Context: an optimization exercise on an open-source flow, tuned for small area. The choices shown serve that exercise and are no tape-out recipe. In this exercise RTL edits were held to simulation tests only and were not proved equivalent to the original. The clock port is modelled as an ideal driver; clocking choices that lean on that would not hold on a real chip. Power figures rest on the tool's default switching activity, not on a simulated workload.

old:
Design grid_line_path_walker, start of the top module:
module grid_line_path_walker #(
   parameter int COORD_BITS = 8
) (
   input  logic                  clock,
   input  logic                  reset,
   input  logic                  req_valid,
   output logic                  req_stall,
   input  logic                  req_command,
   input  logic [COORD_BITS-1:0] req_start_y,
   input  logic [COORD_BITS-1:0] req_start_x,
   input  logic [COORD_BITS-1:0] req_end_y,
   input  logic [COORD_BITS-1:0] req_end_x,
   input  logic                  req_pass_through,
   input  logic                  req_info_mode,
   input  logic                  req_stop_at_occupant,
   input  logic                  req_cell_projectable,
   input  logic                  req_cell_believed_wall,
   input  logic                  req_cell_occupied,
   output logic                  rsp_valid,
   input  logic                  rsp_stall,
   output logic [COORD_BITS-1:0] rsp_grid_y,
   output logic [COORD_BITS-1:0] rsp_grid_x,
   output logic                  rsp_grid_valid,
   output logic                  rsp_path_done,
   output logic [glpw_pkg::LEN_W-1:0] rsp_path_length,
   input  logic                  csr_psel,
   input  logic                  csr_penable,
   input  logic                  csr_pwrite,
   input  logic [glpw_pkg::CSR_ADDR_W-1:0] csr_paddr,
   input  logic [glpw_pkg::CSR_DATA_W-1:0] csr_pwdata,
   output logic [glpw_pkg::CSR_DATA_W-1:0] csr_prdata,
   output logic                  csr_pready
);
   localparam int CB = COORD_BITS;
   localparam int LW = glpw_pkg::LEN_W;
   localparam logic [2:0] ST_IDLE = 3'd0;
   localparam logic [2:0] ST_CLR  = 3'd1;
  ...
Settings: LEC_CHECK=0, CAP_MARGIN=20, CORE_MARGIN=2, CORE_UTILIZATION=40, SLEW_MARGIN=20; clock period 10.5 ns.
standard.sh (not shown) runs the stock make flow with config.mk's settings and CLKGATE_MAP_FILE= SYNTH_SCRIPT=/design/flow/synth_recipe.tcl, a recipe that flattens the netlist after the stock synthesis.
==> flow/flow/run.sh <==
#!/bin/bash
set -euo pipefail
bash standard.sh "BUFFER_PORTS_ARGS=-buffer_cell sky130_fd_sc_hd__buf_1" "CTS_ARGS=-sink_clustering_enable -repair_clock_nets -dont_use_dummy_load" SKIP_REPAIR_TIE_FANOUT=1 finish > flow_make.log 2>&1
[inputs] new vs old
Settings: ABC_AREA now 1, previously not set.
==> flow/flow/run.sh <==
#!/bin/bash
# Standard layout (the standard.sh; standard synthesis unchanged) with
# three changes: each port gets the smallest buffer (buf_1) instead of the
# default port buffer cell, clock tree synthesis adds no dummy loads, and the
# constant outputs share one tie cell each for 0 and 1 (tie fanout repair
# skipped). make's full output goes to flow_make.log here; ORFS keeps per-step
# logs in orfs/logs.
set -euo pipefail
bash standard.sh \
  "BUFFER_PORTS_ARGS=-buffer_cell sky130_fd_sc_hd__buf_1" \
  "CTS_ARGS=-sink_clustering_enable -repair_clock_nets -dont_use_dummy_load" \
  SKIP_REPAIR_TIE_FANOUT=1 \
  finish > flow_make.log 2>&1
### Flow results
- For the combined area of all synthesized cells, new came in 100 µm² lower than old did.
- From new to old, count of instances resized after the clock tree is built did not move at all.
- When new is measured against old, its combinational cell fraction of total power turns out 1.3 points lower.
- Looking at half-perimeter wire length after detailed placement, new sits 0.53% below old.

== build 61 ==
grid_line_path_walker, a different RTL version from the one above (not shown whole).
Size in the first run: roughly 420 cells after synthesis, ~86 flip-flops, about 140 I/O pins.
Settings: LEC_CHECK=0, ABC_AREA=1, CAP_MARGIN=20, CORE_MARGIN=2, CORE_UTILIZATION=40, SLEW_MARGIN=20; clock period 10.5 ns.
==> flow/flow/run.sh <==
#!/bin/bash
set -euo pipefail
bash standard.sh \
  "BUFFER_PORTS_ARGS=-buffer_cell sky130_fd_sc_hd__buf_1" \
  "CTS_ARGS=-sink_clustering_enable -repair_clock_nets -dont_use_dummy_load" \
  SKIP_REPAIR_TIE_FANOUT=1 \
  "POST_CTS_TCL=$(pwd)/flow/clk_resize.tcl" \
  finish > flow_make.log 2>&1
==> flow/flow/clk_resize.tcl <==
proc clk_worst_slew {} {
  estimate_parasitics -placement
  set worst 0
  foreach p [get_pins -hierarchical */CLK] {
    set s [get_property $p slew_max]
    if {$s > $worst} { set worst $s }
  }
  return $worst
}
set limit 0.122
set cands {}
foreach inst [get_cells *] {
  if {[get_property $inst ref_name] eq "sky130_fd_sc_hd__clkbuf_8"} {
    lappend cands $inst
  }
}
set n 0
puts "clk_resize: start worst [clk_worst_slew]"
foreach inst $cands {
  foreach {smaller larger} {sky130_fd_sc_hd__clkbuf_4 sky130_fd_sc_hd__clkbuf_8
                            sky130_fd_sc_hd__clkbuf_2 sky130_fd_sc_hd__clkbuf_4} {
    replace_cell $inst $smaller
    if {[clk_worst_slew] > $limit} {
      replace_cell $inst $larger
      break
    }
    incr n
  }
}
puts "clk_resize: [llength $cands] clkbuf_8, downsized $n, worst [clk_worst_slew]"
The flow did not stop early for build 61: all stages ran, and the layout cleared the timing, design-rule and antenna checks.
#### Input delta (build 52 over build 61)
-- flow/flow/run.sh --
<<< build 61, line 1
#!/bin/bash
set -euo pipefail
bash standard.sh \
>>> build 52, line 1
#!/bin/bash
# Standard layout (the standard.sh; standard synthesis unchanged) with
# these changes: each port gets the smallest buffer (buf_1) instead of the
# default port buffer cell; clock tree synthesis adds no dummy loads and its
# buffers are then sized down while every flip-flop clock pin keeps its slew
# under 115 ps (flow/clk_resize.tcl, run as ORFS's POST_CTS_TCL hook); and
# the constant outputs share one tie cell each for 0 and 1 (tie fanout repair
# skipped). make's full output goes to flow_make.log here; ORFS keeps
# per-step logs in orfs/logs.
set -euo pipefail
bash standard.sh \
-- flow/flow/clk_resize.tcl --
<<< build 61, line 8
  return $worst
}
set limit 0.122
set cands {}
foreach inst [get_cells *] {
>>> build 52, line 8
  return $worst
}
set limit 0.115
set cands {}
foreach inst [get_cells *] {
-- flow/config.mk --
<<< build 61, line 9
export CAP_MARGIN = 20
export CORE_MARGIN = 2
export CORE_UTILIZATION = 40
export SLEW_MARGIN = 20
>>> build 52, line 9
export CAP_MARGIN = 20
export CORE_MARGIN = 2
export CORE_UTILIZATION = 55
export SLEW_MARGIN = 20
==> results.txt <==
In the floorplan summary, build 52 is listed with a die area less than that of build 61.
Of build 61 and build 52, build 52 shows the higher fraction of standard cell area in multi-input logic, with build 61 below it.
Build 52 against build 61; total wire length after detailed routing is up by a few percent.
| total power | build 52 vs build 61 | ≈ equal |
Build 52 finished end to end and its layout was clean on timing, DRC and antenna.
Worst setup slack up 0.018 ns in build 52 wrt build 61
Compared build 52 vs build 61, and sequential portion of the cell area is up in build 52.
Cell area (lower): build 52
Modified inputs, build 68 compared to build 52
==> flow/flow/run.sh <==
#!/bin/bash
set -euo pipefail
bash standard.sh \
  "BUFFER_PORTS_ARGS=-buffer_cell sky130_fd_sc_hd__buf_1" \
  "CTS_ARGS=-sink_clustering_enable -repair_clock_nets -dont_use_dummy_load" \
  SKIP_REPAIR_TIE_FANOUT=1 \
  "POST_CTS_TCL=$(pwd)/flow/clk_resize.tcl" \
  finish > flow_make.log 2>&1
-- flow/flow/clk_resize.tcl --
<<< build 52, line 18
puts "clk_resize: start worst [clk_worst_slew]"
foreach inst $cands {
  foreach {smaller larger} {sky130_fd_sc_hd__clkbuf_4 sky130_fd_sc_hd__clkbuf_8
                            sky130_fd_sc_hd__clkbuf_2 sky130_fd_sc_hd__clkbuf_4} {
    replace_cell $inst $smaller
    if {[clk_worst_slew] > $limit} {
      replace_cell $inst $larger
      break
    }
    incr n
  }
>>> build 68, line 18
puts "clk_resize: start worst [clk_worst_slew]"
foreach inst $cands {
  replace_cell $inst sky130_fd_sc_hd__clkbuf_4
  set w [clk_worst_slew]
  if {$w > $limit} {
    replace_cell $inst sky130_fd_sc_hd__clkbuf_8
  } else {
    incr n
  }
-- flow/config.mk --
<<< build 52, line 9
export CAP_MARGIN = 20
export CORE_MARGIN = 2
export CORE_UTILIZATION = 55
export SLEW_MARGIN = 20
>>> build 68, line 9
export CAP_MARGIN = 20
export CORE_MARGIN = 2
export CORE_UTILIZATION = 40
export SLEW_MARGIN = 20
## What came out
Taking build 52 as the reference, in build 68 routed wire length went down by 170 um; global placer's final weighted congestion fell by 0.026; width of the chip went up.
Clock skew on build 68 is up relative to build 52.
Setup changes, build 68 to build 19
==> flow/flow/run.sh <==
#!/bin/bash
# Standard layout (the standard.sh; standard synthesis unchanged) with
# these changes: each port gets the smallest buffer (buf_1) instead of the
# default port buffer cell; clock tree synthesis adds no dummy loads and its
# buffers are then sized down while every flip-flop clock pin keeps its slew
# under 115 ps (flow/clk_resize.tcl, run as ORFS's POST_CTS_TCL hook); and
# the constant outputs share one tie cell each for 0 and 1 (tie fanout repair
# skipped). make's full output goes to flow_make.log here; ORFS keeps
# per-step logs in orfs/logs.
set -euo pipefail
bash standard.sh \
  "BUFFER_PORTS_ARGS=-buffer_cell sky130_fd_sc_hd__buf_1" \
  "CTS_ARGS=-repair_clock_nets -dont_use_dummy_load -buf_list {sky130_fd_sc_hd__clkbuf_8 sky130_fd_sc_hd__clkbuf_16}" \
  SKIP_REPAIR_TIE_FANOUT=1 \
  "POST_CTS_TCL=$(pwd)/flow/clk_resize.tcl" \
  finish > flow_make.log 2>&1
-- flow/flow/clk_resize.tcl --
<<< build 68, line 18
puts "clk_resize: start worst [clk_worst_slew]"
foreach inst $cands {
  replace_cell $inst sky130_fd_sc_hd__clkbuf_4
  set w [clk_worst_slew]
  if {$w > $limit} {
    replace_cell $inst sky130_fd_sc_hd__clkbuf_8
  } else {
    incr n
  }
>>> build 19, line 18
puts "clk_resize: start worst [clk_worst_slew]"
foreach inst $cands {
  foreach {smaller larger} {sky130_fd_sc_hd__clkbuf_4 sky130_fd_sc_hd__clkbuf_8
                            sky130_fd_sc_hd__clkbuf_2 sky130_fd_sc_hd__clkbuf_4} {
    replace_cell $inst $smaller
    if {[clk_worst_slew] > $limit} {
      replace_cell $inst $larger
      break
    }
    incr n
  }
-- flow/config.mk --
<<< build 68, line 9
export CAP_MARGIN = 20
export CORE_MARGIN = 2
export CORE_UTILIZATION = 40
export SLEW_MARGIN = 20
>>> build 19, line 9
export CAP_MARGIN = 20
export CORE_MARGIN = 2
export CORE_UTILIZATION = 55
export SLEW_MARGIN = 20
[summary]
Compared with build 68, post-route standard cell area excluding fillers in build 19 decreased slightly.
Diff build 68 -> build 19: area of the core went down 0.0025 mm2, portion of the layout cell area used by non-clock buffers did not really move, global-route usage went up 6.1 points, final cell count without fillers lost 33.
From build 68 to build 19 the numbers moved as follows: setup skew after layout fell 0.0051 ns; clock input transition at the sequential cells of the worst setup and hold paths about even; register area about even; met2 track utilization from global routing rose 9.6 points.
Final-layout worst hold slack, build 68 and build 19: lower on build 68
As far as sequential cell count goes, build 68 and build 19 are indistinguishable; the numbers are identical.
Input changes introduced in build 8 (baseline for comparison: build 19):
-- flow/flow/run.sh --
<<< build 19, line 11
bash standard.sh \
  "BUFFER_PORTS_ARGS=-buffer_cell sky130_fd_sc_hd__buf_1" \
  "CTS_ARGS=-repair_clock_nets -dont_use_dummy_load -buf_list {sky130_fd_sc_hd__clkbuf_8 sky130_fd_sc_hd__clkbuf_16}" \
  SKIP_REPAIR_TIE_FANOUT=1 \
  "POST_CTS_TCL=$(pwd)/flow/clk_resize.tcl" \
>>> build 8, line 11
bash standard.sh \
  "BUFFER_PORTS_ARGS=-buffer_cell sky130_fd_sc_hd__buf_1" \
  "CTS_ARGS=-sink_clustering_enable -repair_clock_nets -dont_use_dummy_load" \
  SKIP_REPAIR_TIE_FANOUT=1 \
  "POST_CTS_TCL=$(pwd)/flow/clk_resize.tcl" \
-- flow/config.mk --
<<< build 19, line 9
export CAP_MARGIN = 20
export CORE_MARGIN = 2
export CORE_UTILIZATION = 55
export SLEW_MARGIN = 20
>>> build 8, line 9
export CAP_MARGIN = 20
export CORE_MARGIN = 2
export CORE_UTILIZATION = 40
export SLEW_MARGIN = 20
Notes after the runs:
Build 8 finished all stages; the layout is clean.
As far as power per cell area is concerned, build 19 and build 8 perform about the same.
Across both runs, slew of the pin with the lowest slew margin was lower for build 8 than for build 19.
Clock period minus worst slack: build 8 vs build 19 up 0.016 ns
NOTE: met1 routing resource usage after global routing in build 8 falls short of that of build 19
Delta (build 8 minus build 19): met3 track demand over resource in global routing decreased by 0.60 points relative to the old numbers; via count of the first global-routing pass moved up.
Modified inputs, build 30 compared to build 8
==> flow/flow/run.sh <==
#!/bin/bash
# Standard layout (the standard.sh; standard synthesis unchanged) with
# three changes: each port gets the smallest buffer (buf_1) instead of the
# default port buffer cell, clock tree synthesis adds no dummy loads, and the
# constant outputs share one tie cell each for 0 and 1 (tie fanout repair
# skipped). make's full output goes to flow_make.log here; ORFS keeps per-step
# logs in orfs/logs.
set -euo pipefail
bash standard.sh \
  "BUFFER_PORTS_ARGS=-buffer_cell sky130_fd_sc_hd__buf_1" \
  "CTS_ARGS=-sink_clustering_enable -repair_clock_nets -dont_use_dummy_load" \
  SKIP_REPAIR_TIE_FANOUT=1 \
  finish > flow_make.log 2>&1
removed: flow/flow/clk_resize.tcl
[summary]
Build 8 closes out successfully: all stages finished, all timing, DRC and antenna checks passed.
Build 30 reached the end of the flow, and the finished layout is clean on the timing, design-rule and antenna checks.
| global-route usage | build 30 vs build 8 | ≈ equal |
When build 30 is measured against build 8, its worst hold slack turns out 0.0044 ns higher.
Between build 8 and build 30, the fraction of the cycle the final worst path needs does not differ in any meaningful way.
Compared with build 8, build 30 shows a area of all placed cells without fillers that is 0.75% higher.
Looking only at power per cell area, and setting everything else aside, the lower value of build 8 and build 30 goes to build 8.
Diff build 8 -> build 30: total iterations of the first detailed-routing run fell 3, width of the die about even.
The worst setup slack of build 8 and that of build 30 are within noise of each other.

==> port drivers added, routing unchanged <==
Ports are ideal in the flow. The routed layouts listed here were re-timed in OpenROAD.
Step 1 assumes that a clkbuf_16 drives the clock port and a buf_2 every other input.
Step 2 adds t to the input delays and takes it off the output delays; t is the mean of the earliest and latest rising clock arrival at the registers after step 1. Input paths then give back, and output paths get back, about the clock's delay inside the block.
a / b / c = ideal / step 1 / step 2; a / b = the first two.
| run | t, ns | setup slack, ns | latest minus earliest clock arrival (ns) | worst data-port slew with drivers (ns) |
|---|---|---|---|---|
| old | 0.372 | 5.799 / 5.776 / 5.776 | 0.020 / 0.020 | 0.04 |
| new | 0.368 | 5.787 / 5.761 / 5.761 | 0.021 / 0.021 | 0.04 |
| build 61 | 0.506 | 5.785 / 5.761 / 5.761 | 0.035 / 0.035 | 0.04 |
| build 52 | 0.504 | 5.803 / 5.781 / 5.781 | 0.030 / 0.030 | 0.04 |
| build 68 | 0.433 | 5.787 / 5.763 / 5.763 | 0.034 / 0.034 | 0.04 |
| build 19 | 0.504 | 5.803 / 5.781 / 5.781 | 0.030 / 0.030 | 0.04 |
| build 8 | 0.433 | 5.787 / 5.763 / 5.763 | 0.034 / 0.034 | 0.04 |
| build 30 | 0.367 | 5.786 / 5.762 / 5.762 | 0.021 / 0.022 | 0.04 |
After both steps every run listed still meets setup and hold. For new, which loses most, drivers alone change the setup slack by -0.026 ns; drivers and shift together by -0.026 ns.
